Context: an optimization exercise on an open-source flow, tuned for a short achievable clock period and few clock cycles. The choices shown serve that exercise and are no tape-out recipe.
In this exercise RTL edits were held to simulation tests only and were not proved equivalent to the original.
No activity file was given, so power comes from the tool's default toggle rates.

<file path="flow/run.sh">
#!/bin/bash
# synth_recipe.tcl (not shown) runs the flow's synth.tcl, then flattens the netlist and writes it again
# the make line also repeats each setting of config.mk as NAME=value (left out here)
make -C /OpenROAD-flow-scripts/flow DESIGN_CONFIG=/design/flow/config.mk WORK_HOME=/design/flow/orfs CLKGATE_MAP_FILE= SYNTH_SCRIPT=/design/flow/synth_recipe.tcl finish
</file>
<file path="flow/design.v">
`default_nettype none
package cache_pkg;
    localparam int XLEN = 32;
    localparam int OFFSET_BITS = 2;
    typedef logic [XLEN-1:0] word_t;
    typedef enum logic [2:0] {
        IDLE,
        LOOKUP,
        WRITEBACK,
        FILL,
        DONE
    } cache_state_e;
    typedef enum logic {
        WAY0 = 1'b0,
        WAY1 = 1'b1
    } way_e;
endpackage
`default_nettype wire
`default_nettype none
`default_nettype wire
`default_nettype none
`default_nettype wire
`timescale 1ns/1ps
`default_nettype none
module cache_top #(
    parameter int SET_BITS = 4
) (
    input  wire logic             clk_i,
    input  wire logic             rst_i,
    input  wire logic             read_i,
    input  wire logic             write_i,
    input  wire cache_pkg::word_t address_i,
    input  wire cache_pkg::word_t writedata_i,
    output cache_pkg::word_t      readdata_o,
    output logic                  stb_o,
    output logic                  busy_o,
    input  wire cache_pkg::word_t mem_readdata_i,
    input  wire logic             mem_ack_i,
    output cache_pkg::word_t      mem_address_o,
    output cache_pkg::word_t      mem_writedata_o,
    output logic                  mem_read_o,
    output logic                  mem_write_o
);
    localparam int SETS     = 1 << SET_BITS;
    localparam int OFF      = cache_pkg::OFFSET_BITS;
    localparam int TAG_BITS = cache_pkg::XLEN - SET_BITS - OFF;
    localparam int MQD      = 6;    
    localparam int RQD      = 8;    
    localparam int FDD      = 8;    
    localparam int MCW      = 3;    
    localparam int RCW      = 4;    
    localparam int FCW      = 4;    
    typedef logic [TAG_BITS-1:0] tag_t;
    typedef logic [31:0]         word_t;
    logic [SETS-1:0] valid0_q, valid1_q, dirty0_q, dirty1_q, pend0_q, pend1_q, lru_q;
    tag_t            tag0_q  [SETS];
    tag_t            tag1_q  [SETS];
    word_t           data0_q [SETS];
    word_t           data1_q [SETS];
    logic            s0_v_q, s1_v_q;
    logic            s0_rd_q, s1_rd_q;
    word_t           s0_addr_q, s1_addr_q;
    word_t           s0_wdata_q, s1_wdata_q;
    logic [SETS-1:0] s0_sdec_q, s1_sdec_q;
    logic            s0_eq0_q, s0_eq1_q, s1_eq0_q, s1_eq1_q;
    logic            busy_q;
    logic [MCW-1:0] mq_cnt_q;
    logic                     mq_w_q   [MQD];
    word_t                    mq_a_q   [MQD];
    word_t                    mq_d_q   [MQD];
    logic [SETS-1:0]          mq_sdec_q[MQD];
    logic                     mq_way_q [MQD];
    logic                     mem_read_q, mem_write_q;
    logic [RCW-1:0] rq_cnt_q;
    logic                     rq_wait_q[RQD];
    word_t                    rq_d_q   [RQD];
    logic [FCW-1:0] fd_cnt_q;
    word_t                    fd_q     [FDD];
    logic                     stb_q;
    word_t                    readdata_q;
    tag_t  s0_tag;
    logic  v0, v1, d0, d1, p0, p1, lru;
    tag_t  t0, t1;
    word_t dd0, dd1;
    logic  f_go, hit, hway, victim, way, wb, rmiss;
    tag_t  vtag;
    word_t ldata;
    assign s0_tag = s0_addr_q[cache_pkg::XLEN-1 -: TAG_BITS];
    always_comb begin
        v0 = |(valid0_q & s0_sdec_q);
        v1 = |(valid1_q & s0_sdec_q);
        d0 = |(dirty0_q & s0_sdec_q);
        d1 = |(dirty1_q & s0_sdec_q);
        p0 = |(pend0_q & s0_sdec_q);
        p1 = |(pend1_q & s0_sdec_q);
        lru = |(lru_q & s0_sdec_q);
        t0 = '0;
        t1 = '0;
        dd0 = '0;
        dd1 = '0;
        for (int s = 0; s < SETS; s++) begin
            t0  = t0  | (tag0_q[s]  & {TAG_BITS{s0_sdec_q[s]}});
            t1  = t1  | (tag1_q[s]  & {TAG_BITS{s0_sdec_q[s]}});
            dd0 = dd0 | (data0_q[s] & {32{s0_sdec_q[s]}});
            dd1 = dd1 | (data1_q[s] & {32{s0_sdec_q[s]}});
        end
    end
    assign f_go   = s0_v_q && !(p0 || p1) && (mq_cnt_q <= MQD - 2) && (rq_cnt_q < RQD);
    assign hit    = (s0_eq0_q && v0) || (s0_eq1_q && v1);
    assign hway   = s0_eq1_q && v1;
    assign victim = !v0 ? 1'b0 : (!v1 ? 1'b1 : lru);
    assign way    = hit ? hway : victim;
    assign wb     = !hit && (victim ? (v1 && d1) : (v0 && d0));
    assign rmiss  = !hit && s0_rd_q;
    assign vtag   = victim ? t1 : t0;
    assign ldata  = way ? dd1 : dd0;
    tag_t            in_tag, s1_tag;
    logic [SETS-1:0] in_sdec;
    logic            in_eq0, in_eq1;
    logic            accept;
    assign in_tag  = address_i[cache_pkg::XLEN-1 -: TAG_BITS];
    assign s1_tag  = s1_addr_q[cache_pkg::XLEN-1 -: TAG_BITS];
    assign accept  = !busy_q && (read_i || write_i);
    always_comb begin
        in_sdec = '0;
        in_sdec[address_i[OFF +: SET_BITS]] = 1'b1;
        in_eq0 = 1'b0;
        in_eq1 = 1'b0;
        for (int s = 0; s < SETS; s++) begin
            in_eq0 = in_eq0 | (in_sdec[s] && (tag0_q[s] == in_tag));
            in_eq1 = in_eq1 | (in_sdec[s] && (tag1_q[s] == in_tag));
        end
    end
    logic same_in, same_s1;
    logic upd_in, upd_s1;
    logic in_eq0_n, in_eq1_n, s1_eq0_n, s1_eq1_n;
    assign same_in  = (in_tag == s0_tag);
    assign same_s1  = (s1_tag == s0_tag);
    assign upd_in   = f_go && |(in_sdec & s0_sdec_q);
    assign upd_s1   = f_go && |(s1_sdec_q & s0_sdec_q);
    assign in_eq0_n = (upd_in && !way) ? same_in : in_eq0;
    assign in_eq1_n = (upd_in &&  way) ? same_in : in_eq1;
    assign s1_eq0_n = (upd_s1 && !way) ? same_s1 : s1_eq0_q;
    assign s1_eq1_n = (upd_s1 &&  way) ? same_s1 : s1_eq1_q;
    logic mq_pop, fill;
    assign mq_pop = (mq_cnt_q != 0) && mem_ack_i;
    assign fill   = mq_pop && !mq_w_q[0];
    logic  rq_avail, rq_pop, fd_pop;
    word_t rq_out;
    assign rq_avail = (rq_cnt_q != 0) && (!rq_wait_q[0] || (fd_cnt_q != 0) || fill);
    assign rq_pop   = rq_avail;
    assign fd_pop   = rq_pop && rq_wait_q[0];
    assign rq_out   = !rq_wait_q[0] ? rq_d_q[0] : ((fd_cnt_q != 0) ? fd_q[0] : mem_readdata_i);
    always_ff @(posedge clk_i) begin
        for (int s = 0; s < SETS; s++) begin
            if (f_go && s0_sdec_q[s] && !way) begin
                tag0_q[s] <= s0_tag;
                if (!s0_rd_q) data0_q[s] <= s0_wdata_q;
            end
            if (f_go && s0_sdec_q[s] && way) begin
                tag1_q[s] <= s0_tag;
                if (!s0_rd_q) data1_q[s] <= s0_wdata_q;
            end
            if (fill && mq_sdec_q[0][s] && !mq_way_q[0]) data0_q[s] <= mem_readdata_i;
            if (fill && mq_sdec_q[0][s] &&  mq_way_q[0]) data1_q[s] <= mem_readdata_i;
        end
        if (!f_go && s0_v_q) begin
            if (accept) begin
                s1_rd_q    <= read_i;
                s1_addr_q  <= address_i;
                s1_wdata_q <= writedata_i;
                s1_sdec_q  <= in_sdec;
                s1_eq0_q   <= in_eq0;
                s1_eq1_q   <= in_eq1;
            end
        end else if (s1_v_q) begin
            s0_rd_q    <= s1_rd_q;
            s0_addr_q  <= s1_addr_q;
            s0_wdata_q <= s1_wdata_q;
            s0_sdec_q  <= s1_sdec_q;
            s0_eq0_q   <= s1_eq0_n;
            s0_eq1_q   <= s1_eq1_n;
            s1_rd_q    <= read_i;
            s1_addr_q  <= address_i;
            s1_wdata_q <= writedata_i;
            s1_sdec_q  <= in_sdec;
            s1_eq0_q   <= in_eq0_n;
            s1_eq1_q   <= in_eq1_n;
        end else begin
            s0_rd_q    <= read_i;
            s0_addr_q  <= address_i;
            s0_wdata_q <= writedata_i;
            s0_sdec_q  <= in_sdec;
            s0_eq0_q   <= in_eq0_n;
            s0_eq1_q   <= in_eq1_n;
        end
        begin
            logic [MCW-1:0] base;
            for (int i = 0; i < MQD; i++) begin
                if (mq_pop && i + 1 < MQD) begin
                    mq_w_q[i]    <= mq_w_q[i+1];
                    mq_a_q[i]    <= mq_a_q[i+1];
                    mq_d_q[i]    <= mq_d_q[i+1];
                    mq_sdec_q[i] <= mq_sdec_q[i+1];
                    mq_way_q[i]  <= mq_way_q[i+1];
                end
            end
            base = mq_cnt_q - {{(MCW-1){1'b0}}, mq_pop};
            for (int i = 0; i < MQD; i++) begin
                if (f_go && wb && i == base) begin
                    mq_w_q[i]    <= 1'b1;
                    mq_a_q[i]    <= {vtag, s0_addr_q[OFF +: SET_BITS], {OFF{1'b0}}};
                    mq_d_q[i]    <= ldata;
                end else if (f_go && rmiss && (wb ? i == base + 1 : i == base)) begin
                    mq_w_q[i]    <= 1'b0;
                    mq_a_q[i]    <= s0_addr_q;
                    mq_sdec_q[i] <= s0_sdec_q;
                    mq_way_q[i]  <= way;
                end
            end
        end
        begin
            logic [RCW-1:0] rbase;
            logic [FCW-1:0] fbase;
            for (int i = 0; i + 1 < RQD; i++) begin
                if (rq_pop) begin
                    rq_wait_q[i] <= rq_wait_q[i+1];
                    rq_d_q[i]    <= rq_d_q[i+1];
                end
            end
            rbase = rq_cnt_q - {{(RCW-1){1'b0}}, rq_pop};
            for (int i = 0; i < RQD; i++) begin
                if (f_go && i == rbase) begin
                    rq_wait_q[i] <= rmiss;
                    rq_d_q[i]    <= ldata;
                end
            end
            for (int i = 0; i + 1 < FDD; i++) begin
                if (fd_pop && fd_cnt_q != 0) fd_q[i] <= fd_q[i+1];
            end
            fbase = fd_cnt_q - {{(FCW-1){1'b0}}, (fd_pop && fd_cnt_q != 0)};
            for (int i = 0; i < FDD; i++) begin
                if (fill && i == fbase) fd_q[i] <= mem_readdata_i;
            end
        end
        if (rq_pop) readdata_q <= rq_out;
        if (rst_i) begin
            valid0_q   <= '0;
            valid1_q   <= '0;
            dirty0_q   <= '0;
            dirty1_q   <= '0;
            pend0_q    <= '0;
            pend1_q    <= '0;
            lru_q      <= '0;
            s0_v_q     <= 1'b0;
            s1_v_q     <= 1'b0;
            busy_q     <= 1'b0;
            mq_cnt_q   <= '0;
            mem_read_q <= 1'b0;
            mem_write_q<= 1'b0;
            rq_cnt_q   <= '0;
            fd_cnt_q   <= '0;
            stb_q      <= 1'b0;
        end else begin
            for (int s = 0; s < SETS; s++) begin
                if (f_go && s0_sdec_q[s]) begin
                    if (!way) begin
                        valid0_q[s] <= 1'b1;
                        dirty0_q[s] <= s0_rd_q ? (hit && d0) : 1'b1;
                        pend0_q[s]  <= rmiss;
                    end else begin
                        valid1_q[s] <= 1'b1;
                        dirty1_q[s] <= s0_rd_q ? (hit && d1) : 1'b1;
                        pend1_q[s]  <= rmiss;
                    end
                    lru_q[s] <= !way;
                end
                if (fill && mq_sdec_q[0][s] && !mq_way_q[0]) pend0_q[s] <= 1'b0;
                if (fill && mq_sdec_q[0][s] &&  mq_way_q[0]) pend1_q[s] <= 1'b0;
            end
            begin
                logic [1:0] occ;
                occ = {1'b0, s0_v_q} + {1'b0, s1_v_q} + {1'b0, accept} - {1'b0, f_go};
                s0_v_q <= (occ != 0);
                s1_v_q <= (occ == 2);
                busy_q <= (occ == 2);
            end
            begin
                logic [MCW-1:0] n;
                logic                     w0;
                n = mq_cnt_q - {{(MCW-1){1'b0}}, mq_pop}
                    + {{(MCW-1){1'b0}}, (f_go && wb)}
                    + {{(MCW-1){1'b0}}, (f_go && rmiss)};
                mq_cnt_q <= n;
                if (mq_pop) w0 = (mq_cnt_q > 1) ? mq_w_q[1] : wb;
                else        w0 = (mq_cnt_q != 0) ? mq_w_q[0] : wb;
                mem_read_q  <= (n != 0) && !w0;
                mem_write_q <= (n != 0) &&  w0;
            end
            rq_cnt_q <= rq_cnt_q - {{(RCW-1){1'b0}}, rq_pop}
                        + {{(RCW-1){1'b0}}, f_go};
            fd_cnt_q <= fd_cnt_q - {{(FCW-1){1'b0}}, (fd_pop && fd_cnt_q != 0)}
                        + {{(FCW-1){1'b0}}, (fill && !(fd_pop && fd_cnt_q == 0))};
            stb_q <= rq_pop;
        end
    end
    assign busy_o          = busy_q;
    assign stb_o           = stb_q;
    assign readdata_o      = readdata_q;
    assign mem_read_o      = mem_read_q;
    assign mem_write_o     = mem_write_q;
    assign mem_address_o   = mq_a_q[0];
    assign mem_writedata_o = mq_d_q[0];
endmodule
`default_nettype wire
</file>
<file path="flow/constraint.sdc">
create_clock -name core_clock -period 6.0 [get_ports {clk_i}]
set_input_delay 1.2000 -clock core_clock [delete_from_list [all_inputs] [get_ports {clk_i}]]
set_output_delay 1.2000 -clock core_clock [all_outputs]
set_load 0.01 [all_outputs]
</file>
<file path="flow/config.mk">
export PLATFORM = sky130hd
export DESIGN_NAME = cache_top
export DESIGN_NICKNAME = cache_top
export VERILOG_FILES = /design/flow/design.v
export SDC_FILE = /design/flow/constraint.sdc
export NUM_CORES = 4
export LEC_CHECK = 0
export CAP_MARGIN = 20
export CORE_MARGIN = 2
export CORE_UTILIZATION = 35
export SLEW_MARGIN = 20
</file>
==> flow_summary.ini <==
[detailed_routing]
first_pass_iters = 8
vias = 99500
final_antenna_net_count = 0
viasPerCell = 6.11
drc = 0
wl_um = 572000
avgRoutedWirePerCell_um = 35.2
first_iter_violations = 15700

[clock_tree]
post_cts_buffers = 0
clockBufferDepth = 4
cts_tree = yes
clkLatencyLatePin_ns = 1.02
cts-root-buf = clkbuf_16
cts_resized = 0
clock-sinks = 3194
htreeDepth = 5
cts_buffers = 352
clk_pin_slew_ns = 0.06
cts_hold_buf = 0

[floorplanning]
die-area_mm2 = 0.420
core_region_area_mm2 = 0.413
fp-row-count = 236
boundaryPins = 201
initial_core_util_pct = 35.2
chipHeight_um = 648
die_width_um = 648

[yosys]
synth_seq_cells = 3194
synth_nets = 10600
synth_cell_type_count = 85
async_flop_share_pct = 0
synth_cells = 10500
synth_edf_count = 2963
yosys_warnings = 13
synthFlopType = edfxtp_1
ys_seq_area_share_pct = 64.5
syn-mean-instance-area_um2 = 13.9
synth_area_mm2 = 0.145

[timing]
setup_viol = 0
slew_violations = 0
min_period_ns = 5.26
fin_skew_ns = 0.114
worst_slew_pin_slew_ns = 1.29
fmax_mhz = 190
rsz0062_at_grt = false
hold_viol = 0
period_share_pct = 87.7
tns_ns = 0
relSlewSlack_pct = 13.7

[power_and_ir_drop]
pwr-share-comb_pct = 36.9
p_int_mw = 57.3
power.density_mw_per_mm2 = 567
power_switching_mw = 37.1
clockPowerShare_pct = 23.0
totalPowerFinal_mw = 94.3
ir_drop_uv = 389
p_leak_nw = 55.6
seq_power_share_pct = 40.1
p_sw_share_pct = 39.3

[worst_setup_path]
crit_arrival_ns = 5.82
crit_path_start_kind = flip-flop
critPathMaxFanout = 94
worstSetupPathType = reg -> reg
endpoint_kind = flip-flop
critical_path_required_ns = 6.56

[finish]
fin_nets = 10600
mostFrequentLayoutCells = edfxtp_1 (2963), mux2_2 (1330), nand2_1 (638), a22oi_1 (604), xor2_1 (458)
syn_to_final_growth_pct = 14.6
final_core_util_pct = 40.3
drive_gt1_share_pct = 23.6
fin_cells = 16300
final_common_cell = edfxtp_1
fillers = 37800

[hold_path]
min_path_type = reg -> reg

[global_routing]
grt_usage_pct = 26.4
first_global_vias = 95500
grt_max_degree = 95
globalRouteOverflowTotal = 0
grt_pass1_wl_um = 783000
grt_antenna_before_repair = 59

[place]
dp.cells = 15600
hpwl_um = 356000
gp_congestion = 0.996
portBuffers = 200

[job]
max-cap-violations = 0

[outcome]
status = finished clean
==> worst max-delay path, stage by stage, from the launching register on <==
cell      delay [ns]
edfxtp_1        0.92
buf_4           0.47
buf_4           0.49
a22o_1          0.20
a221oi_1        0.06
and4_1          0.37
mux2i_4         0.47
nand2_2         0.28
or3_4           0.78
nand2_1         0.19
buf_4           0.41
==> worst paths after layout <==
check / from / endpoint / slack (ns) / cells past startpoint
setup / recovery: s0_sdec_q[10] / mq_d_q[4][14] / 0.74 / 10
hold / removal: mq_w_q[5] / mq_w_q[5] / 0.47 / 2
setup reg to reg: s0_sdec_q[10] / mq_d_q[4][14] / 0.74 / 10
hold reg to reg: mq_w_q[5] / mq_w_q[5] / 0.47 / 2
==> routing by layer <==
metal / wire length [um] / track usage (%)
met1: 227000 / 36.0
met2: 245000 / 39.0
met3: 66100 / 6.37
met4: 34200 / 13.5
met5: 158 / 0
==> cells by family after synthesis <==
family          count (synthesis)  share of synthesized area, %
mux                          1477                          11.3
simple gates                 1825                          6.01
fa+ha+maj                      19                         0.174
xor+xnor                      897                          5.41
buf+inv                      1080                          3.06
compound gates               1974                          9.56
flops                        3194                          64.5
==> flip-flops by register name (all words and copies together), names as in the netlist, 32 cells and up <==
name and cells:
readdata_q 32, tag1_q 416, fd_q 256, data0_q 512
tag0_q 416, mq_d_q 192, s0_wdata_q 32, s0_addr_q 32
s1_addr_q 32, rq_d_q 256, data1_q 512, mq_sdec_q 96
s1_wdata_q 32, mq_a_q 192
==> synthesized netlist by cell type (5+ instances only) <==
cell | count | area (um^2)
nand2b_1 | 6 | 37.5
or3_1 | 21 | 131
inv_1 | 68 | 255
buf_2 | 247 | 1240
and4_1 | 5 | 43.8
o31ai_1 | 41 | 308
a221oi_1 | 269 | 2360
nor4_1 | 125 | 782
mux2_2 | 1330 | 15000
a22o_1 | 269 | 2360
a21o_1 | 18 | 135
and3_1 | 72 | 450
buf_6 | 5 | 56.3
a22oi_1 | 604 | 4530
ha_1 | 17 | 213
nor2_4 | 12 | 135
xor2_1 | 458 | 4010
buf_1 | 216 | 811
o21ai_0 | 440 | 2200
xnor2_1 | 439 | 3840
nand4_1 | 223 | 1400
nor3_1 | 98 | 490
buf_4 | 8 | 60.1
nor2_2 | 5 | 31.3
edfxtp_1 | 2963 | 89000
and2_1 | 26 | 163
a41oi_1 | 18 | 158
nor2_1 | 304 | 1140
mux2i_1 | 142 | 1420
or2_2 | 6 | 37.5
o21ai_1 | 21 | 105
clkbuf_1 | 529 | 1990
dfxtp_1 | 231 | 4620
a21oi_1 | 228 | 1140
nand2_1 | 656 | 2460
a211oi_1 | 19 | 143
nand3_1 | 237 | 1190
nor2b_1 | 9 | 56.3
==> power groups by stage <==
stage / combinational [mW] / clock [mW] / sequential [mW]
finish: 34.8 / 21.7 / 37.9
global route: 35.9 / 22.7 / 38.2
CTS: 33.5 / 21.9 / 37.9
global placement: 32.7 / 0 / 38.4
floorplan: 18.1 / 0 / 36.9
detailed placement: 33.4 / 0 / 38.3
==> per-stage QoR <==
step / cell area (um^2) / hold slack [ns] / setup slack [ns]
2_1_floorplan: 145000 / 0.421 / 0.298
3_3_place_gp: 155000 / 0.450 / 0.613
4_1_cts: 166000 / 0.470 / 0.934
3_5_place_dp: 155000 / 0.459 / 0.549
6_report: 166000 / 0.470 / 0.736
5_1_grt: 166000 / 0.484 / 0.742
==> final cells by class <==
cell class                      count  area, um^2  share of cell area [%]
Clock buffer                      453        9520                    5.72
Multi-Input combinational cell   6192       48200                    28.9
Tap cell                         5474        6850                    4.12
Timing Repair Buffer              675        6130                    3.68
Sequential cell                  3194       93600                    56.2
Antenna cell                       23        57.6                  0.0346
Inverter                           73         294                   0.177
Clock inverter                    194        1800                    1.08
Testbench counts, summed over its fixed seeds: cycles 15,250.

## static timing again, ports no longer ideal
The results above use ideal ports. As a check the final layout listed here was re-extracted and re-timed, cells and wires unchanged.
Step 1: set_driving_cell puts a clkbuf_16 on clk_i and a buf_2 on each other input, an assumption about the parent block.
Step 2 moves the port delays by t, midway between the first and last clock arrival at a register: inputs arrive t later, outputs are due t later. That takes back most of the time a late clock gives input paths.
Three values: ideal ports, drivers, drivers and shift; two values: the first two.
shift t [ns]: 1.071
setup slack, ns: 0.736 / 0.736 / 0.317
worst setup path at the end: input to register
After both steps setup and hold are still met in this run. For this run, drivers alone change the setup slack by 0.000 ns; drivers and shift together by -0.419 ns.
